Background: an optimization exercise with open tools, aiming at small area and a short achievable clock period. Do not read the settings as production practice.
Function was checked by simulation only, so behaviour that the tests miss may differ from the original.
Power figures rest on the tool's default switching activity, not on a simulated workload.

===== design/flow/flow/run.sh =====
#!/bin/bash
# The standard layout with two changes: synthesis without full-adder
# extraction (ABC then sees and times the adder and multiplier logic whole),
# and the port buffers made from buf_1 rather than the delay cell
# buffer_ports picks by default; after global routing, cells on the 80% least critical paths are downsized (RECOVER_POWER).
set -euo pipefail
bash standard.sh ADDER_MAP_FILE= "BUFFER_PORTS_ARGS=-buffer_cell sky130_fd_sc_hd__buf_1" RECOVER_POWER=80 finish > standard.log 2>&1

===== design/flow/standard.sh =====
#!/bin/bash
# synth_recipe.tcl (not shown) runs the flow's synth.tcl, then flattens the netlist and writes it again
# the make line also repeats each setting of config.mk as NAME=value (left out here)
make -C /OpenROAD-flow-scripts/flow DESIGN_CONFIG=/design/flow/config.mk WORK_HOME=/design/flow/orfs CLKGATE_MAP_FILE= SYNTH_SCRIPT=/design/flow/synth_recipe.tcl "${@:-finish}"

===== design/flow/config.mk =====
export PLATFORM = sky130hd
export DESIGN_NAME = alu_top
export DESIGN_NICKNAME = alu_top
export VERILOG_FILES = /design/flow/design.v
export SDC_FILE = /design/flow/constraint.sdc
export NUM_CORES = 4
export LEC_CHECK = 0
export ABC_AREA = 1
export CAP_MARGIN = 20
export CORE_MARGIN = 2
export CORE_UTILIZATION = 60
export PLACE_DENSITY = 0.75
export SETUP_SLACK_MARGIN = 5
export SLEW_MARGIN = 20

===== design/flow/constraint.sdc =====
create_clock -name core_clock -period 11.5 [get_ports {clk}]
set_input_delay 2.3000 -clock core_clock [delete_from_list [all_inputs] [get_ports {clk}]]
set_output_delay 2.3000 -clock core_clock [all_outputs]
set_load 0.01 [all_outputs]

===== design/flow/design.v =====
`default_nettype none
package alu_pkg;
  localparam int DATA_W = 16;
  localparam int OP_W   = 6;
  localparam logic [OP_W-1:0] OP_ADD = 6'd13;
  localparam logic [OP_W-1:0] OP_SUB = 6'd14;
  localparam logic [OP_W-1:0] OP_LSR = 6'd15;
  localparam logic [OP_W-1:0] OP_LSL = 6'd16;
  localparam logic [OP_W-1:0] OP_MUL = 6'd17;
  localparam logic [OP_W-1:0] OP_CMP = 6'd20;   
  localparam logic [OP_W-1:0] OP_INC = 6'd21;
  localparam logic [OP_W-1:0] OP_DEC = 6'd22;
  localparam logic [OP_W-1:0] OP_AND = 6'd23;
  localparam logic [OP_W-1:0] OP_OR  = 6'd24;
  localparam logic [OP_W-1:0] OP_XOR = 6'd25;
  localparam logic [OP_W-1:0] OP_NOT = 6'd26;
  localparam logic [OP_W-1:0] OP_RSR = 6'd27;   
  localparam logic [OP_W-1:0] OP_RSL = 6'd28;   
endpackage
`default_nettype wire
`default_nettype none
module operand_select (
  input  wire [5:0]  opcode,
  input  wire [15:0] acc,
  input  wire [15:0] x,
  input  wire [15:0] y,
  input  wire [15:0] imm,
  input  wire        ra,
  output wire [15:0] reg_word,
  output wire [15:0] m2,
  output wire [15:0] a,
  output wire [15:0] b,
  output wire [15:0] bx,
  output wire        cin
);
  wire imm_zero = ~|imm;
  wire op_incdec = (opcode == 6'd21) | (opcode == 6'd22);
  wire op_not    = (opcode == 6'd26);
  wire unary     = op_incdec | op_not;
  wire inv       = (opcode == 6'd14) | (opcode == 6'd20) | (opcode == 6'd22) | op_not;
  assign reg_word = ra ? y : x;
  assign m2       = imm | ({16{imm_zero}} & acc);
  assign a        = (imm_zero & ~unary) ? acc : reg_word;
  wire [15:0] bsel = imm | ({16{imm_zero}} & reg_word);
  assign b        = {bsel[15:1] & {15{~unary}}, op_incdec | (bsel[0] & ~unary)};
  assign bx       = b ^ {16{inv}};
  assign cin      = inv & ~op_not;   
endmodule
`default_nettype wire
`default_nettype none
module arith_unit (
  input  wire [15:0] a,
  input  wire [15:0] bx,
  input  wire        cin,
  input  wire [15:0] reg_word,
  input  wire [15:0] m2,
  output wire [15:0] pr,         
  output wire [15:0] gn,         
  output wire [15:0] sum,
  output wire        add_cout,
  output wire        add_ovf,
  output wire [15:0] prod,
  output wire        prod_zero,
  output wire        mul_ovf
);
  wire [16:0] c;
  assign pr = a ^ bx;
  assign gn = a & bx;
  prefix_carry #(.W(16)) add_carry_inst (
    .g   (gn),
    .p   (pr),
    .cin (cin),
    .c   (c)
  );
  assign sum      = pr ^ c[15:0];
  assign add_cout = c[16];
  assign add_ovf  = c[16] ^ c[15];
  wire [16:0] r0, r1;
  wire  [16:0] p;
  mul_lo17 mul_lo17_inst (
    .a  (reg_word),
    .b  (m2),
    .r0 (r0),
    .r1 (r1)
  );
  wire [16:0] g0 = r0 & r1;
  wire [16:0] p0 = r0 ^ r1;
  wire [17:0] pc;
  prefix_carry #(.W(17)) mul_carry_inst (
    .g   (g0),
    .p   (p0),
    .cin (1'b0),
    .c   (pc)
  );
  assign p = p0 ^ pc[16:0];
  assign prod = p[15:0];
  wire [16:0] zc = p0 ^ {(r0[15:0] | r1[15:0]), 1'b0};
  assign prod_zero = ~|zc[15:0];
  wire   lo15_zero = ~|zc[14:0];
  logic [18:0] ta, tb;
  logic        ge15, ge16, ge18;   
  always_comb begin
    ta = '0;
    tb = '0;
    ta[0] = 1'b1;
    tb[0] = 1'b1;
    ta[1] = 1'b1;
    tb[1] = 1'b1;
    for (int j = 2; j <= 16; j++) begin
      ta[j] = ta[j-1] & (reg_word[16-j] == reg_word[15]);
      tb[j] = tb[j-1] & (m2[16-j] == m2[15]);
    end
    ge15 = 1'b0;
    ge16 = 1'b0;
    ge18 = 1'b0;
    for (int j = 1; j <= 16; j++) begin
      ge15 = ge15 | (ta[j] & ((j >= 14) ? 1'b1 : tb[15 - j]));
      ge16 = ge16 | (ta[j] & ((j >= 15) ? 1'b1 : tb[16 - j]));
      ge18 = ge18 | (ta[j] & ((j >= 17) ? 1'b1 : tb[18 - j]));
    end
  end
  wire neg_exact = p[16] & p[15] & lo15_zero & (reg_word[15] ^ m2[15]);
  assign mul_ovf = ~ge18 & (~ge15 | (ge16 ? (p[16] ^ p[15]) : ~neg_exact));
endmodule
module prefix_carry #(
  parameter int W = 16
) (
  input  wire [W-1:0] g,
  input  wire [W-1:0] p,
  input  wire         cin,
  output wire  [W:0]  c
);
  localparam int L = (W + 1 > 16) ? 5 : (W + 1 > 8) ? 4 : 3;   
  wire [W:0] gg [0:L];
  wire [W:0] pp [0:L];
  assign gg[0] = {g, cin};
  assign pp[0] = {p, 1'b0};
  for (genvar l = 0; l < L; l++) begin : g_level
    for (genvar i = 0; i <= W; i++) begin : g_bit
      if (((i >> l) & 1) == 1) begin : g_op
        assign gg[l+1][i] = gg[l][i] | (pp[l][i] & gg[l][((i >> l) << l) - 1]);
        assign pp[l+1][i] = pp[l][i] & pp[l][((i >> l) << l) - 1];
      end else begin : g_pass
        assign gg[l+1][i] = gg[l][i];
        assign pp[l+1][i] = pp[l][i];
      end
    end
  end
  assign c = gg[L];
endmodule
module mul_lo17 (
  input  wire [15:0] a,
  input  wire [15:0] b,
  output wire [16:0] r0,
  output wire [16:0] r1
);
  wire one_0;
  wire two_0;
  wire neg_0;
  wire one_1;
  wire two_1;
  wire neg_1;
  wire one_2;
  wire two_2;
  wire neg_2;
  wire one_3;
  wire two_3;
  wire neg_3;
  wire one_4;
  wire two_4;
  wire neg_4;
  wire one_5;
  wire two_5;
  wire neg_5;
  wire one_6;
  wire two_6;
  wire neg_6;
  wire one_7;
  wire two_7;
  wire neg_7;
  wire pp_0_0;
  wire pp_0_1;
  wire pp_0_2;
  wire pp_0_3;
  wire pp_0_4;
  wire pp_0_5;
  wire pp_0_6;
  wire pp_0_7;
  wire pp_0_8;
  wire pp_0_9;
  wire pp_0_10;
  wire pp_0_11;
  wire pp_0_12;
  wire pp_0_13;
  wire pp_0_14;
  wire pp_0_15;
  wire pp_0_16;
  wire pp_1_0;
  wire pp_1_1;
  wire pp_1_2;
  wire pp_1_3;
  wire pp_1_4;
  wire pp_1_5;
  wire pp_1_6;
  wire pp_1_7;
  wire pp_1_8;
  wire pp_1_9;
  wire pp_1_10;
  wire pp_1_11;
  wire pp_1_12;
  wire pp_1_13;
  wire pp_1_14;
  wire pp_2_0;
  wire pp_2_1;
  wire pp_2_2;
  wire pp_2_3;
  wire pp_2_4;
  wire pp_2_5;
  wire pp_2_6;
  wire pp_2_7;
  wire pp_2_8;
  wire pp_2_9;
  wire pp_2_10;
  wire pp_2_11;
  wire pp_2_12;
  wire pp_3_0;
  wire pp_3_1;
  wire pp_3_2;
  wire pp_3_3;
  wire pp_3_4;
  wire pp_3_5;
  wire pp_3_6;
  wire pp_3_7;
  wire pp_3_8;
  wire pp_3_9;
  wire pp_3_10;
  wire pp_4_0;
  wire pp_4_1;
  wire pp_4_2;
  wire pp_4_3;
  wire pp_4_4;
  wire pp_4_5;
  wire pp_4_6;
  wire pp_4_7;
  wire pp_4_8;
  wire pp_5_0;
  wire pp_5_1;
  wire pp_5_2;
  wire pp_5_3;
  wire pp_5_4;
  wire pp_5_5;
  wire pp_5_6;
  wire pp_6_0;
  wire pp_6_1;
  wire pp_6_2;
  wire pp_6_3;
  wire pp_6_4;
  wire pp_7_0;
  wire pp_7_1;
  wire pp_7_2;
  wire hs_0;
  wire hc_0;
  wire hs_1;
  wire hc_1;
  wire fs_0;
  wire fc_0;
  wire hs_2;
  wire hc_2;
  wire fs_1;
  wire fc_1;
  wire hs_3;
  wire hc_3;
  wire fs_2;
  wire fc_2;
  wire fs_3;
  wire fc_3;
  wire hs_4;
  wire hc_4;
  wire fs_4;
  wire fc_4;
  wire fs_5;
  wire fc_5;
  wire hs_5;
  wire hc_5;
  wire fs_6;
  wire fc_6;
  wire fs_7;
  wire fc_7;
  wire hs_6;
  wire hc_6;
  wire hs_7;
  wire hc_7;
  wire hs_8;
  wire hc_8;
  wire fs_8;
  wire fc_8;
  wire hs_9;
  wire hc_9;
  wire fs_9;
  wire fc_9;
  wire hs_10;
  wire hc_10;
  wire fs_10;
  wire fc_10;
  wire fs_11;
  wire fc_11;
  wire fs_12;
  wire fc_12;
  wire fs_13;
  wire fc_13;
  wire fs_14;
  wire fc_14;
  wire fs_15;
  wire fc_15;
  wire fs_16;
  wire fc_16;
  wire fs_17;
  wire fc_17;
  wire fs_18;
  wire fc_18;
  wire fs_19;
  wire fc_19;
  wire fs_20;
  wire fc_20;
  wire fs_21;
  wire fc_21;
  wire fs_22;
  wire fc_22;
  wire fs_23;
  wire fc_23;
  wire hs_11;
  wire hc_11;
  wire hs_12;
  wire hc_12;
  wire fs_24;
  wire fc_24;
  wire fs_25;
  wire fc_25;
  wire fs_26;
  wire fc_26;
  wire fs_27;
  wire fc_27;
  wire fs_28;
  wire fc_28;
  wire fs_29;
  wire fc_29;
  wire fs_30;
  wire fc_30;
  wire fs_31;
  wire fc_31;
  wire fs_32;
  wire fc_32;
  wire fs_33;
  wire fc_33;
  wire fs_34;
  wire fc_34;
  wire hs_13;
  wire hc_13;
  wire hs_14;
  wire hc_14;
  wire fs_35;
  wire fc_35;
  wire fs_36;
  wire fc_36;
  wire fs_37;
  wire fc_37;
  wire fs_38;
  wire fc_38;
  wire fs_39;
  wire fc_39;
  wire fs_40;
  wire fc_40;
  wire fs_41;
  wire fc_41;
  wire fs_42;
  wire fc_42;
  wire fs_43;
  wire fc_43;
  wire fs_44;
  wire fc_44;
  wire fs_45;
  wire fc_45;
  wire fs_46;
  wire fc_46;
  wire fs_47;
  wire fc_47;
  assign one_0 = a[0] ^ 1'b0;
  assign two_0 = (a[1] & ~a[0] & ~1'b0) | (~a[1] & a[0] & 1'b0);
  assign neg_0 = a[1];
  assign one_1 = a[2] ^ a[1];
  assign two_1 = (a[3] & ~a[2] & ~a[1]) | (~a[3] & a[2] & a[1]);
  assign neg_1 = a[3];
  assign one_2 = a[4] ^ a[3];
  assign two_2 = (a[5] & ~a[4] & ~a[3]) | (~a[5] & a[4] & a[3]);
  assign neg_2 = a[5];
  assign one_3 = a[6] ^ a[5];
  assign two_3 = (a[7] & ~a[6] & ~a[5]) | (~a[7] & a[6] & a[5]);
  assign neg_3 = a[7];
  assign one_4 = a[8] ^ a[7];
  assign two_4 = (a[9] & ~a[8] & ~a[7]) | (~a[9] & a[8] & a[7]);
  assign neg_4 = a[9];
  assign one_5 = a[10] ^ a[9];
  assign two_5 = (a[11] & ~a[10] & ~a[9]) | (~a[11] & a[10] & a[9]);
  assign neg_5 = a[11];
  assign one_6 = a[12] ^ a[11];
  assign two_6 = (a[13] & ~a[12] & ~a[11]) | (~a[13] & a[12] & a[11]);
  assign neg_6 = a[13];
  assign one_7 = a[14] ^ a[13];
  assign two_7 = (a[15] & ~a[14] & ~a[13]) | (~a[15] & a[14] & a[13]);
  assign neg_7 = a[15];
  assign pp_0_0 = ((one_0 & b[0]) | (two_0 & 1'b0)) ^ neg_0;
  assign pp_0_1 = ((one_0 & b[1]) | (two_0 & b[0])) ^ neg_0;
  assign pp_0_2 = ((one_0 & b[2]) | (two_0 & b[1])) ^ neg_0;
  assign pp_0_3 = ((one_0 & b[3]) | (two_0 & b[2])) ^ neg_0;
  assign pp_0_4 = ((one_0 & b[4]) | (two_0 & b[3])) ^ neg_0;
  assign pp_0_5 = ((one_0 & b[5]) | (two_0 & b[4])) ^ neg_0;
  assign pp_0_6 = ((one_0 & b[6]) | (two_0 & b[5])) ^ neg_0;
  assign pp_0_7 = ((one_0 & b[7]) | (two_0 & b[6])) ^ neg_0;
  assign pp_0_8 = ((one_0 & b[8]) | (two_0 & b[7])) ^ neg_0;
  assign pp_0_9 = ((one_0 & b[9]) | (two_0 & b[8])) ^ neg_0;
  assign pp_0_10 = ((one_0 & b[10]) | (two_0 & b[9])) ^ neg_0;
  assign pp_0_11 = ((one_0 & b[11]) | (two_0 & b[10])) ^ neg_0;
  assign pp_0_12 = ((one_0 & b[12]) | (two_0 & b[11])) ^ neg_0;
  assign pp_0_13 = ((one_0 & b[13]) | (two_0 & b[12])) ^ neg_0;
  assign pp_0_14 = ((one_0 & b[14]) | (two_0 & b[13])) ^ neg_0;
  assign pp_0_15 = ((one_0 & b[15]) | (two_0 & b[14])) ^ neg_0;
  assign pp_0_16 = ((one_0 & b[15]) | (two_0 & b[15])) ^ neg_0;
  assign pp_1_0 = ((one_1 & b[0]) | (two_1 & 1'b0)) ^ neg_1;
  assign pp_1_1 = ((one_1 & b[1]) | (two_1 & b[0])) ^ neg_1;
  assign pp_1_2 = ((one_1 & b[2]) | (two_1 & b[1])) ^ neg_1;
  assign pp_1_3 = ((one_1 & b[3]) | (two_1 & b[2])) ^ neg_1;
  assign pp_1_4 = ((one_1 & b[4]) | (two_1 & b[3])) ^ neg_1;
  assign pp_1_5 = ((one_1 & b[5]) | (two_1 & b[4])) ^ neg_1;
  assign pp_1_6 = ((one_1 & b[6]) | (two_1 & b[5])) ^ neg_1;
  assign pp_1_7 = ((one_1 & b[7]) | (two_1 & b[6])) ^ neg_1;
  assign pp_1_8 = ((one_1 & b[8]) | (two_1 & b[7])) ^ neg_1;
  assign pp_1_9 = ((one_1 & b[9]) | (two_1 & b[8])) ^ neg_1;
  assign pp_1_10 = ((one_1 & b[10]) | (two_1 & b[9])) ^ neg_1;
  assign pp_1_11 = ((one_1 & b[11]) | (two_1 & b[10])) ^ neg_1;
  assign pp_1_12 = ((one_1 & b[12]) | (two_1 & b[11])) ^ neg_1;
  assign pp_1_13 = ((one_1 & b[13]) | (two_1 & b[12])) ^ neg_1;
  assign pp_1_14 = ((one_1 & b[14]) | (two_1 & b[13])) ^ neg_1;
  assign pp_2_0 = ((one_2 & b[0]) | (two_2 & 1'b0)) ^ neg_2;
  assign pp_2_1 = ((one_2 & b[1]) | (two_2 & b[0])) ^ neg_2;
  assign pp_2_2 = ((one_2 & b[2]) | (two_2 & b[1])) ^ neg_2;
  assign pp_2_3 = ((one_2 & b[3]) | (two_2 & b[2])) ^ neg_2;
  assign pp_2_4 = ((one_2 & b[4]) | (two_2 & b[3])) ^ neg_2;
  assign pp_2_5 = ((one_2 & b[5]) | (two_2 & b[4])) ^ neg_2;
  assign pp_2_6 = ((one_2 & b[6]) | (two_2 & b[5])) ^ neg_2;
  assign pp_2_7 = ((one_2 & b[7]) | (two_2 & b[6])) ^ neg_2;
  assign pp_2_8 = ((one_2 & b[8]) | (two_2 & b[7])) ^ neg_2;
  assign pp_2_9 = ((one_2 & b[9]) | (two_2 & b[8])) ^ neg_2;
  assign pp_2_10 = ((one_2 & b[10]) | (two_2 & b[9])) ^ neg_2;
  assign pp_2_11 = ((one_2 & b[11]) | (two_2 & b[10])) ^ neg_2;
  assign pp_2_12 = ((one_2 & b[12]) | (two_2 & b[11])) ^ neg_2;
  assign pp_3_0 = ((one_3 & b[0]) | (two_3 & 1'b0)) ^ neg_3;
  assign pp_3_1 = ((one_3 & b[1]) | (two_3 & b[0])) ^ neg_3;
  assign pp_3_2 = ((one_3 & b[2]) | (two_3 & b[1])) ^ neg_3;
  assign pp_3_3 = ((one_3 & b[3]) | (two_3 & b[2])) ^ neg_3;
  assign pp_3_4 = ((one_3 & b[4]) | (two_3 & b[3])) ^ neg_3;
  assign pp_3_5 = ((one_3 & b[5]) | (two_3 & b[4])) ^ neg_3;
  assign pp_3_6 = ((one_3 & b[6]) | (two_3 & b[5])) ^ neg_3;
  assign pp_3_7 = ((one_3 & b[7]) | (two_3 & b[6])) ^ neg_3;
  assign pp_3_8 = ((one_3 & b[8]) | (two_3 & b[7])) ^ neg_3;
  assign pp_3_9 = ((one_3 & b[9]) | (two_3 & b[8])) ^ neg_3;
  assign pp_3_10 = ((one_3 & b[10]) | (two_3 & b[9])) ^ neg_3;
  assign pp_4_0 = ((one_4 & b[0]) | (two_4 & 1'b0)) ^ neg_4;
  assign pp_4_1 = ((one_4 & b[1]) | (two_4 & b[0])) ^ neg_4;
  assign pp_4_2 = ((one_4 & b[2]) | (two_4 & b[1])) ^ neg_4;
  assign pp_4_3 = ((one_4 & b[3]) | (two_4 & b[2])) ^ neg_4;
  assign pp_4_4 = ((one_4 & b[4]) | (two_4 & b[3])) ^ neg_4;
  assign pp_4_5 = ((one_4 & b[5]) | (two_4 & b[4])) ^ neg_4;
  assign pp_4_6 = ((one_4 & b[6]) | (two_4 & b[5])) ^ neg_4;
  assign pp_4_7 = ((one_4 & b[7]) | (two_4 & b[6])) ^ neg_4;
  assign pp_4_8 = ((one_4 & b[8]) | (two_4 & b[7])) ^ neg_4;
  assign pp_5_0 = ((one_5 & b[0]) | (two_5 & 1'b0)) ^ neg_5;
  assign pp_5_1 = ((one_5 & b[1]) | (two_5 & b[0])) ^ neg_5;
  assign pp_5_2 = ((one_5 & b[2]) | (two_5 & b[1])) ^ neg_5;
  assign pp_5_3 = ((one_5 & b[3]) | (two_5 & b[2])) ^ neg_5;
  assign pp_5_4 = ((one_5 & b[4]) | (two_5 & b[3])) ^ neg_5;
  assign pp_5_5 = ((one_5 & b[5]) | (two_5 & b[4])) ^ neg_5;
  assign pp_5_6 = ((one_5 & b[6]) | (two_5 & b[5])) ^ neg_5;
  assign pp_6_0 = ((one_6 & b[0]) | (two_6 & 1'b0)) ^ neg_6;
  assign pp_6_1 = ((one_6 & b[1]) | (two_6 & b[0])) ^ neg_6;
  assign pp_6_2 = ((one_6 & b[2]) | (two_6 & b[1])) ^ neg_6;
  assign pp_6_3 = ((one_6 & b[3]) | (two_6 & b[2])) ^ neg_6;
  assign pp_6_4 = ((one_6 & b[4]) | (two_6 & b[3])) ^ neg_6;
  assign pp_7_0 = ((one_7 & b[0]) | (two_7 & 1'b0)) ^ neg_7;
  assign pp_7_1 = ((one_7 & b[1]) | (two_7 & b[0])) ^ neg_7;
  assign pp_7_2 = ((one_7 & b[2]) | (two_7 & b[1])) ^ neg_7;
  assign hs_0 = pp_0_10 ^ pp_1_8;
  assign hc_0 = pp_0_10 & pp_1_8;
  assign hs_1 = pp_0_11 ^ pp_1_9;
  assign hc_1 = pp_0_11 & pp_1_9;
  assign fs_0 = pp_0_12 ^ pp_1_10 ^ pp_2_8;
  assign fc_0 = (pp_0_12 & pp_1_10) | (pp_0_12 & pp_2_8) | (pp_1_10 & pp_2_8);
  assign hs_2 = pp_3_6 ^ pp_4_4;
  assign hc_2 = pp_3_6 & pp_4_4;
  assign fs_1 = pp_0_13 ^ pp_1_11 ^ pp_2_9;
  assign fc_1 = (pp_0_13 & pp_1_11) | (pp_0_13 & pp_2_9) | (pp_1_11 & pp_2_9);
  assign hs_3 = pp_3_7 ^ pp_4_5;
  assign hc_3 = pp_3_7 & pp_4_5;
  assign fs_2 = pp_0_14 ^ pp_1_12 ^ pp_2_10;
  assign fc_2 = (pp_0_14 & pp_1_12) | (pp_0_14 & pp_2_10) | (pp_1_12 & pp_2_10);
  assign fs_3 = pp_3_8 ^ pp_4_6 ^ pp_5_4;
  assign fc_3 = (pp_3_8 & pp_4_6) | (pp_3_8 & pp_5_4) | (pp_4_6 & pp_5_4);
  assign hs_4 = pp_6_2 ^ pp_7_0;
  assign hc_4 = pp_6_2 & pp_7_0;
  assign fs_4 = pp_0_15 ^ pp_1_13 ^ pp_2_11;
  assign fc_4 = (pp_0_15 & pp_1_13) | (pp_0_15 & pp_2_11) | (pp_1_13 & pp_2_11);
  assign fs_5 = pp_3_9 ^ pp_4_7 ^ pp_5_5;
  assign fc_5 = (pp_3_9 & pp_4_7) | (pp_3_9 & pp_5_5) | (pp_4_7 & pp_5_5);
  assign hs_5 = pp_6_3 ^ pp_7_1;
  assign hc_5 = pp_6_3 & pp_7_1;
  assign fs_6 = pp_0_16 ^ pp_1_14 ^ pp_2_12;
  assign fc_6 = (pp_0_16 & pp_1_14) | (pp_0_16 & pp_2_12) | (pp_1_14 & pp_2_12);
  assign fs_7 = pp_3_10 ^ pp_4_8 ^ pp_5_6;
  assign fc_7 = (pp_3_10 & pp_4_8) | (pp_3_10 & pp_5_6) | (pp_4_8 & pp_5_6);
  assign hs_6 = pp_6_4 ^ pp_7_2;
  assign hc_6 = pp_6_4 & pp_7_2;
  assign hs_7 = pp_0_6 ^ pp_1_4;
  assign hc_7 = pp_0_6 & pp_1_4;
  assign hs_8 = pp_0_7 ^ pp_1_5;
  assign hc_8 = pp_0_7 & pp_1_5;
  assign fs_8 = pp_0_8 ^ pp_1_6 ^ pp_2_4;
  assign fc_8 = (pp_0_8 & pp_1_6) | (pp_0_8 & pp_2_4) | (pp_1_6 & pp_2_4);
  assign hs_9 = pp_3_2 ^ pp_4_0;
  assign hc_9 = pp_3_2 & pp_4_0;
  assign fs_9 = pp_0_9 ^ pp_1_7 ^ pp_2_5;
  assign fc_9 = (pp_0_9 & pp_1_7) | (pp_0_9 & pp_2_5) | (pp_1_7 & pp_2_5);
  assign hs_10 = pp_3_3 ^ pp_4_1;
  assign hc_10 = pp_3_3 & pp_4_1;
  assign fs_10 = pp_2_6 ^ pp_3_4 ^ pp_4_2;
  assign fc_10 = (pp_2_6 & pp_3_4) | (pp_2_6 & pp_4_2) | (pp_3_4 & pp_4_2);
  assign fs_11 = pp_5_0 ^ neg_5 ^ hs_0;
  assign fc_11 = (pp_5_0 & neg_5) | (pp_5_0 & hs_0) | (neg_5 & hs_0);
  assign fs_12 = pp_2_7 ^ pp_3_5 ^ pp_4_3;
  assign fc_12 = (pp_2_7 & pp_3_5) | (pp_2_7 & pp_4_3) | (pp_3_5 & pp_4_3);
  assign fs_13 = pp_5_1 ^ hc_0 ^ hs_1;
  assign fc_13 = (pp_5_1 & hc_0) | (pp_5_1 & hs_1) | (hc_0 & hs_1);
  assign fs_14 = pp_5_2 ^ pp_6_0 ^ neg_6;
  assign fc_14 = (pp_5_2 & pp_6_0) | (pp_5_2 & neg_6) | (pp_6_0 & neg_6);
  assign fs_15 = hc_1 ^ fs_0 ^ hs_2;
  assign fc_15 = (hc_1 & fs_0) | (hc_1 & hs_2) | (fs_0 & hs_2);
  assign fs_16 = pp_5_3 ^ pp_6_1 ^ fc_0;
  assign fc_16 = (pp_5_3 & pp_6_1) | (pp_5_3 & fc_0) | (pp_6_1 & fc_0);
  assign fs_17 = hc_2 ^ fs_1 ^ hs_3;
  assign fc_17 = (hc_2 & fs_1) | (hc_2 & hs_3) | (fs_1 & hs_3);
  assign fs_18 = neg_7 ^ fc_1 ^ hc_3;
  assign fc_18 = (neg_7 & fc_1) | (neg_7 & hc_3) | (fc_1 & hc_3);
  assign fs_19 = fs_2 ^ fs_3 ^ hs_4;
  assign fc_19 = (fs_2 & fs_3) | (fs_2 & hs_4) | (fs_3 & hs_4);
  assign fs_20 = fc_2 ^ fc_3 ^ hc_4;
  assign fc_20 = (fc_2 & fc_3) | (fc_2 & hc_4) | (fc_3 & hc_4);
  assign fs_21 = fs_4 ^ fs_5 ^ hs_5;
  assign fc_21 = (fs_4 & fs_5) | (fs_4 & hs_5) | (fs_5 & hs_5);
  assign fs_22 = fc_4 ^ fc_5 ^ hc_5;
  assign fc_22 = (fc_4 & fc_5) | (fc_4 & hc_5) | (fc_5 & hc_5);
  assign fs_23 = fs_6 ^ fs_7 ^ hs_6;
  assign fc_23 = (fs_6 & fs_7) | (fs_6 & hs_6) | (fs_7 & hs_6);
  assign hs_11 = pp_0_4 ^ pp_1_2;
  assign hc_11 = pp_0_4 & pp_1_2;
  assign hs_12 = pp_0_5 ^ pp_1_3;
  assign hc_12 = pp_0_5 & pp_1_3;
  assign fs_24 = pp_2_2 ^ pp_3_0 ^ neg_3;
  assign fc_24 = (pp_2_2 & pp_3_0) | (pp_2_2 & neg_3) | (pp_3_0 & neg_3);
  assign fs_25 = pp_2_3 ^ pp_3_1 ^ hc_7;
  assign fc_25 = (pp_2_3 & pp_3_1) | (pp_2_3 & hc_7) | (pp_3_1 & hc_7);
  assign fs_26 = neg_4 ^ hc_8 ^ fs_8;
  assign fc_26 = (neg_4 & hc_8) | (neg_4 & fs_8) | (hc_8 & fs_8);
  assign fs_27 = fc_8 ^ hc_9 ^ fs_9;
  assign fc_27 = (fc_8 & hc_9) | (fc_8 & fs_9) | (hc_9 & fs_9);
  assign fs_28 = fc_9 ^ hc_10 ^ fs_10;
  assign fc_28 = (fc_9 & hc_10) | (fc_9 & fs_10) | (hc_10 & fs_10);
  assign fs_29 = fc_10 ^ fs_12 ^ fc_11;
  assign fc_29 = (fc_10 & fs_12) | (fc_10 & fc_11) | (fs_12 & fc_11);
  assign fs_30 = fc_12 ^ fs_14 ^ fc_13;
  assign fc_30 = (fc_12 & fs_14) | (fc_12 & fc_13) | (fs_14 & fc_13);
  assign fs_31 = fc_14 ^ fc_15 ^ fs_16;
  assign fc_31 = (fc_14 & fc_15) | (fc_14 & fs_16) | (fc_15 & fs_16);
  assign fs_32 = fc_16 ^ fc_17 ^ fs_18;
  assign fc_32 = (fc_16 & fc_17) | (fc_16 & fs_18) | (fc_17 & fs_18);
  assign fs_33 = fc_18 ^ fc_19 ^ fs_20;
  assign fc_33 = (fc_18 & fc_19) | (fc_18 & fs_20) | (fc_19 & fs_20);
  assign fs_34 = fc_20 ^ fc_21 ^ fs_22;
  assign fc_34 = (fc_20 & fc_21) | (fc_20 & fs_22) | (fc_21 & fs_22);
  assign hs_13 = pp_0_2 ^ pp_1_0;
  assign hc_13 = pp_0_2 & pp_1_0;
  assign hs_14 = pp_0_3 ^ pp_1_1;
  assign hc_14 = pp_0_3 & pp_1_1;
  assign fs_35 = pp_2_0 ^ neg_2 ^ hs_11;
  assign fc_35 = (pp_2_0 & neg_2) | (pp_2_0 & hs_11) | (neg_2 & hs_11);
  assign fs_36 = pp_2_1 ^ hc_11 ^ hs_12;
  assign fc_36 = (pp_2_1 & hc_11) | (pp_2_1 & hs_12) | (hc_11 & hs_12);
  assign fs_37 = hc_12 ^ fs_24 ^ hs_7;
  assign fc_37 = (hc_12 & fs_24) | (hc_12 & hs_7) | (fs_24 & hs_7);
  assign fs_38 = fc_24 ^ hs_8 ^ fs_25;
  assign fc_38 = (fc_24 & hs_8) | (fc_24 & fs_25) | (hs_8 & fs_25);
  assign fs_39 = hs_9 ^ fc_25 ^ fs_26;
  assign fc_39 = (hs_9 & fc_25) | (hs_9 & fs_26) | (fc_25 & fs_26);
  assign fs_40 = hs_10 ^ fc_26 ^ fs_27;
  assign fc_40 = (hs_10 & fc_26) | (hs_10 & fs_27) | (fc_26 & fs_27);
  assign fs_41 = fc_27 ^ fs_28 ^ fs_11;
  assign fc_41 = (fc_27 & fs_28) | (fc_27 & fs_11) | (fs_28 & fs_11);
  assign fs_42 = fc_28 ^ fs_13 ^ fs_29;
  assign fc_42 = (fc_28 & fs_13) | (fc_28 & fs_29) | (fs_13 & fs_29);
  assign fs_43 = fs_15 ^ fc_29 ^ fs_30;
  assign fc_43 = (fs_15 & fc_29) | (fs_15 & fs_30) | (fc_29 & fs_30);
  assign fs_44 = fs_17 ^ fc_30 ^ fs_31;
  assign fc_44 = (fs_17 & fc_30) | (fs_17 & fs_31) | (fc_30 & fs_31);
  assign fs_45 = fs_19 ^ fc_31 ^ fs_32;
  assign fc_45 = (fs_19 & fc_31) | (fs_19 & fs_32) | (fc_31 & fs_32);
  assign fs_46 = fs_21 ^ fc_32 ^ fs_33;
  assign fc_46 = (fs_21 & fc_32) | (fs_21 & fs_33) | (fc_32 & fs_33);
  assign fs_47 = fs_23 ^ fc_33 ^ fs_34;
  assign fc_47 = (fs_23 & fc_33) | (fs_23 & fs_34) | (fc_33 & fs_34);
  assign r0[0] = pp_0_0;
  assign r1[0] = neg_0;
  assign r0[1] = pp_0_1;
  assign r1[1] = 1'b0;
  assign r0[2] = neg_1;
  assign r1[2] = hs_13;
  assign r0[3] = hc_13;
  assign r1[3] = hs_14;
  assign r0[4] = hc_14;
  assign r1[4] = fs_35;
  assign r0[5] = fc_35;
  assign r1[5] = fs_36;
  assign r0[6] = fc_36;
  assign r1[6] = fs_37;
  assign r0[7] = fc_37;
  assign r1[7] = fs_38;
  assign r0[8] = fc_38;
  assign r1[8] = fs_39;
  assign r0[9] = fc_39;
  assign r1[9] = fs_40;
  assign r0[10] = fc_40;
  assign r1[10] = fs_41;
  assign r0[11] = fc_41;
  assign r1[11] = fs_42;
  assign r0[12] = fc_42;
  assign r1[12] = fs_43;
  assign r0[13] = fc_43;
  assign r1[13] = fs_44;
  assign r0[14] = fc_44;
  assign r1[14] = fs_45;
  assign r0[15] = fc_45;
  assign r1[15] = fs_46;
  assign r0[16] = fc_46;
  assign r1[16] = fs_47;
endmodule
`default_nettype wire
`default_nettype none
module bitwise_unit (
  input  wire [5:0]  opcode,
  input  wire [15:0] a,
  input  wire [15:0] b,
  output wire [15:0] shift_val
);
  wire right = (opcode == 6'd15) | (opcode == 6'd27);   
  wire lsh   = (opcode == 6'd15) | (opcode == 6'd16);   
  wire big   = |b[15:4];
  wire [15:0] src = right ? {a[14:0], a[15]} : a;
  wire [3:0]  k   = right ? ~b[3:0] : b[3:0];
  wire [15:0] th = 16'hffff << b[3:0];
  logic [15:0] rot;
  logic [15:0] keep;
  always_comb begin
    rot = src;
    for (int s = 0; s < 4; s++) begin
      if (k[s]) rot = (rot << (1 << s)) | (rot >> (16 - (1 << s)));
    end
    for (int i = 0; i < 16; i++) begin
      keep[i] = right ? th[15 - i] : th[i];
    end
  end
  assign shift_val = lsh ? (rot & keep & {16{~big}}) : rot;
endmodule
`default_nettype wire
`default_nettype none
module result_register (
  input  wire        clk,
  input  wire        rst,
  input  wire        en,
  input  wire [5:0]  opcode,
  input  wire [15:0] pr,
  input  wire [15:0] gn,
  input  wire [15:0] sum,
  input  wire        add_cout,
  input  wire        add_ovf,
  input  wire [15:0] prod,
  input  wire        prod_zero,
  input  wire        mul_ovf,
  input  wire [15:0] shift_val,
  output logic [15:0] res,
  output logic [3:0]  flags,
  output logic        done
);
  logic sel_add, sel_sub, sel_mul, sel_p, sel_g, sel_shift;
  always_comb begin
    sel_add   = 1'b0;
    sel_sub   = 1'b0;
    sel_mul   = 1'b0;
    sel_p     = 1'b0;
    sel_g     = 1'b0;
    sel_shift = 1'b0;
    case (opcode)
      6'd13, 6'd21:               sel_add   = 1'b1;
      6'd14, 6'd20, 6'd22:        sel_sub   = 1'b1;
      6'd17:                      sel_mul   = 1'b1;
      6'd23:                      sel_g     = 1'b1;
      6'd24:                      {sel_p, sel_g} = 2'b11;
      6'd25, 6'd26:               sel_p     = 1'b1;
      6'd15, 6'd16, 6'd27, 6'd28: sel_shift = 1'b1;
      default: ;
    endcase
  end
  wire sel_arith = sel_add | sel_sub;
  wire [15:0] v_rest = ({16{sel_arith}} & sum) |
                       ({16{sel_p}}     & pr)  |
                       ({16{sel_g}}     & gn)  |
                       ({16{sel_shift}} & shift_val);
  wire [15:0] value  = v_rest | ({16{sel_mul}} & prod);
  wire        zero   = sel_mul ? prod_zero : ~|v_rest;
  wire hit     = sel_arith | sel_mul | sel_p | sel_g | sel_shift;
  wire flag_we = en & hit;                      
  wire res_we  = flag_we & (opcode != 6'd20);   
  wire [3:0] next_flags = {zero, value[15], sel_arith & (add_cout ^ sel_sub),
                           (sel_arith & add_ovf) | (sel_mul & mul_ovf)};
  always_ff @(posedge clk) begin
    if (!rst) begin
      res   <= '0;
      flags <= '0;
      done  <= 1'b0;
    end else begin
      done <= en;
      if (flag_we) flags <= next_flags;
      if (res_we)  res   <= value;
    end
  end
endmodule
`default_nettype wire
`default_nettype none
module alu_top (
  input  wire        clk,
  input  wire        rst,
  input  wire        en,
  input  wire [70:0] req,
  output wire [15:0] res,
  output wire [3:0]  flags,
  output wire        done
);
  wire [5:0]  opcode = req[70:65];
  wire [15:0] acc    = req[64:49];
  wire [15:0] x      = req[48:33];
  wire [15:0] y      = req[32:17];
  wire [15:0] imm    = req[16:1];
  wire        ra     = req[0];
  wire [15:0] reg_word, m2, a, b, bx;
  wire        cin;
  wire [15:0] pr, gn, sum, prod, shift_val;
  wire        add_cout, add_ovf, mul_ovf, prod_zero;
  operand_select operand_select_inst (
    .opcode   (opcode),
    .acc      (acc),
    .x        (x),
    .y        (y),
    .imm      (imm),
    .ra       (ra),
    .reg_word (reg_word),
    .m2       (m2),
    .a        (a),
    .b        (b),
    .bx       (bx),
    .cin      (cin)
  );
  arith_unit arith_unit_inst (
    .a         (a),
    .bx        (bx),
    .cin       (cin),
    .reg_word  (reg_word),
    .m2        (m2),
    .pr        (pr),
    .gn        (gn),
    .sum       (sum),
    .add_cout  (add_cout),
    .add_ovf   (add_ovf),
    .prod      (prod),
    .prod_zero (prod_zero),
    .mul_ovf   (mul_ovf)
  );
  bitwise_unit bitwise_unit_inst (
    .opcode    (opcode),
    .a         (a),
    .b         (b),
    .shift_val (shift_val)
  );
  result_register result_register_inst (
    .clk       (clk),
    .rst       (rst),
    .en        (en),
    .opcode    (opcode),
    .pr        (pr),
    .gn        (gn),
    .sum       (sum),
    .add_cout  (add_cout),
    .add_ovf   (add_ovf),
    .prod      (prod),
    .prod_zero (prod_zero),
    .mul_ovf   (mul_ovf),
    .shift_val (shift_val),
    .res       (res),
    .flags     (flags),
    .done      (done)
  );
endmodule
`default_nettype wire

==> out/qor.txt <==
Clock Tree Buf Depth = 2
Worst setup EP type = flop
kind of critical path = in2reg
Async S/R FF share, synth = 0
syn_nets = 2,262
die area = 18,440 µm²
SO Viols = max-capacitance violations, max-slew violations
Pleak = 6.327 nW
CP startpoint kind = input port
VDD IR-drop max = 111.8 µV
Rel. slew slack = -0.07032
Yosys cell types = 55
endpoints failing setup = 0
Root Driver = clkbuf_16
Antenna diodes = 0
Synth Cell Area = 10,420 µm²
GRT Total Usage = 0.4051
pwr dens = 123.7 nW/µm²
Max Clk Rate = 117.4 MHz
vias per inst = 5.823
vias in the first global route = 12,430
area delta synth->final = 5.617%
critical path arrival = 8.72 ns
starting density of the core = 0.6090
grt ovf = 0
Routed WL = 38.84 mm
RSZ-0062 raised after global routing = false
largest net degree at the start of global routing = 36
Worst setup startpoint = req[0]
Yosys warnings = 5
Tcrit/Tclk final = 0.7404
Slew @ Worst Pin = 1.605 ns
worst skew pair latency = 0.25 ns
CTS Sinks = 21
final worst setup slack = 2.985 ns
core area = 17,120 µm²
Hold Fails Final Rpt = 0
clock-pin slew on the worst setup and hold paths = 0.06 ns
beginning of the worst register-to-register path = result_register_inst.res[14]$_SDFFE_PN0P_
Filler Cell Count = 1,800
final antenna-violating net count = 0
setup TNS = 0 ns
Starting DRT DRC Count = 1,496
run status = complete, but fails checks
commonest register cell after synthesis = dfxtp_1
first-pass GRT wire length = 60.00 mm
share of cells above drive strength 1 = 0.04984
Nets = 2,322
max-slew violations = 36
H-tree depth reported by CTS = 1
Ports = 95
first-pass detailed-route iteration total = 9
final estimated routing congestion in global placement = 1.034
Cell Rows = 48
die height = 135.8 µm
number of synthesized flops with an enable pin = 0
MaxCap Viol Count = 1
WP data required = 11.70 ns
antenna violations before repair = 0
PortBufs = 94
HPWL after detailed placement = 30.03 mm
register area share after synthesis = 0.04033
Yosys reg bits = 21
via count = 14,390
Tmin final = 8.515 ns
hold crit path type = reg2reg
CTS buffer count = 3
TritonCTS clock tree = yes
start point of the worst hold path = result_register_inst.flags[1]$_SDFFE_PN0P_
Critical Path Fanout Max = 35
clk_skew = 0 ns
Post-Synthesis Cells = 2,188
Die Span X = 135.8 µm
mean post-synth cell area = 4.764 µm²
hold buffers post-CTS = 0
WL per Instance = 15.71 µm
DRC Markers = 0
pre-CTS setup slack = 4.368 ns
[final timing paths]
kind	cells past startpoint	to	slack, ns
worst max-delay path	23	result_register_inst.flags[3]$_SDFFE_PN0P_	2.98
worst min-delay path	2	result_register_inst.flags[1]$_SDFFE_PN0P_	0.51
worst max register to register	3	result_register_inst.res[14]$_SDFFE_PN0P_	10.69
worst min register to register	2	result_register_inst.flags[1]$_SDFFE_PN0P_	0.51
[sequential cells by signal, indices dropped and copies added (netlist names)]
signal                      flops
result_register_inst.done       1
result_register_inst.flags      4
result_register_inst.res       16
[layout make-up]
type / instances / area, µm² / share of cell area
timing repair buffer: 121 / 545.5 / 0.04955
multi-input combinational: 1786 / 8484 / 0.7707
tap: 225 / 281.5 / 0.02557
sequential: 21 / 420.4 / 0.03819
inverter: 313 / 1189 / 0.1080
timing repair inverter: 2 / 10.01 / 0.0009092
clock buffer: 4 / 78.83 / 0.007160
[synthesized netlist by cell type (13+ instances only)]
| cell | n | area (µm²) |
|---|---|---|
| nor2_1 | 139 | 521.8 |
| inv_2 | 14 | 52.55 |
| dfxtp_1 | 21 | 420.4 |
| o21ai_1 | 18 | 90.09 |
| xor2_1 | 54 | 473.0 |
| clkbuf_1 | 29 | 108.9 |
| nand2_2 | 27 | 168.9 |
| nand4_1 | 35 | 219.0 |
| o221ai_1 | 19 | 166.4 |
| inv_1 | 295 | 1107 |
| buf_2 | 19 | 95.09 |
| nand3_1 | 247 | 1236 |
| o21ai_0 | 128 | 640.6 |
| a21oi_1 | 30 | 150.1 |
| buf_6 | 13 | 146.4 |
| o22ai_1 | 20 | 125.1 |
| nand2_1 | 925 | 3472 |
| xnor2_1 | 28 | 245.2 |
[timing repair]
action | CTS | global route
endpoints found under the setup margin | 10 | 19
buffers inserted | 0 | 13
gates cloned | 1 | 3
pin swaps | 0 | 3
resized for setup | 4 | 25
[cells in the final DEF (no fill, tap or decap), drive strengths merged, types with 3 or more instances in the layout]
cell type  netlist  routed
clkinv           3       3
xor2            54      54
nand2          952     952
buf             40     116
o211ai           3       3
a21boi           3       3
o31ai            3       3
nor2           144     145
nor4             5       5
o22ai           20      20
inv            310     307
dfxtp           21      21
a211oi           3       3
nand4           36      36
a21oi           32      32
clkbuf          29       9
nand3          249     249
nor3             9       9
o21ai          158     158
or2              6       6
mux2i            4       4
o21bai           6       6
o2111ai          8       8
a31oi           11      11
nand3b          14      14
xnor2           29      29
a22oi            7       7
clkinvlp         0       5
o221ai          19      19
o21a             4       4
[where the power goes]
group / leakage [nW] / switching (mW) / internal [mW]
combinational: 6.12 / 0.819 / 0.389
clock: 0.0382 / 0.0267 / 0.0473
sequential: 0.171 / 0.00279 / 0.0777
[through the flow]
| stage | hold WS (ns) | std cells | total power, mW | cell area, µm² | util |
|---|---|---|---|---|---|
| floorplan | 0.4866 | 2188 | 1.023 | 10420 | - |
| global placement | 0.4660 | 2451 | 1.219 | 10760 | 0.6287 |
| detailed placement | 0.4660 | 2451 | 1.250 | 10760 | 0.6287 |
| CTS | 0.5098 | 2456 | 1.326 | 10860 | 0.6343 |
| global route | 0.5344 | 2472 | 1.525 | 11010 | 0.6432 |
| finish | 0.5084 | 2472 | 1.362 | 11010 | 0.6432 |
[layer usage]
metal	routed length, µm	GRT usage	part of all wire	up-vias
met2	16900	0.6740	0.44	833
met3	3963	0.04452	0.10	213
li1	-	-	-	7106
met1	15050	0.4988	0.39	6242
met5	0	0	0	-
met4	2929	0.2517	0.075	0
[logic make-up (layout without fill, tap and decap cells)]
| family | after synthesis | after routing | share of synthesized area |
|---|---|---|---|
| XOR/XNOR | 83 | 83 | 0.07046 |
| multiplexers | 4 | 4 | 0.003841 |
| AND/OR/NAND/NOR | 1418 | 1419 | 0.5704 |
| buffers and inverters | 382 | 440 | 0.1516 |
| AO/OA/AOI/OAI | 280 | 280 | 0.1634 |
| flip-flops | 21 | 21 | 0.04033 |
[critical path: stages]
cell and delay, ns:
clkbuf_1 1.14, o21ai_0 0.61, clkbuf_1 0.50, clkinvlp_2 0.37, clkbuf_1 0.20, clkbuf_1 0.79
o21ai_0 0.22, nand2_1 0.30, inv_1 0.19, nand2_1 0.11, nand2_1 0.31, inv_1 0.47
nand2_1 0.11, nand4_1 0.16, o221ai_1 0.13, o21bai_1 0.22, nor2_1 0.11, nand2_1 0.06
nor2_1 0.13, nand3_1 0.08, nand2_1 0.08, nand2_1 0.05, inv_1 0.04

==> afterwards: timing with drivers on the ports <==
No port has a modelled driver above. Below, the same layout with a new extraction and two added sets of constraints.
Step 1 sets driving cells, clkbuf_16 on the clock port and buf_2 on the other inputs (assumed; they add their load-dependent delay and slew).
Step 2 also shifts input and output timing later by t, the mid clock arrival at the registers, as if the neighbouring blocks saw the same clock.
Three values: no drivers, after step 1, after step 2; two values: the first two.
t (ns): 0.282
setup slack, ns: 2.985 / 2.981 / 2.699
clock arrival spread, ns: 0.004 / 0.004
worst slew at a driven data input, ns: 0.05
The setup slack of this run moves by -0.004 ns with the drivers and by -0.286 ns with both steps.
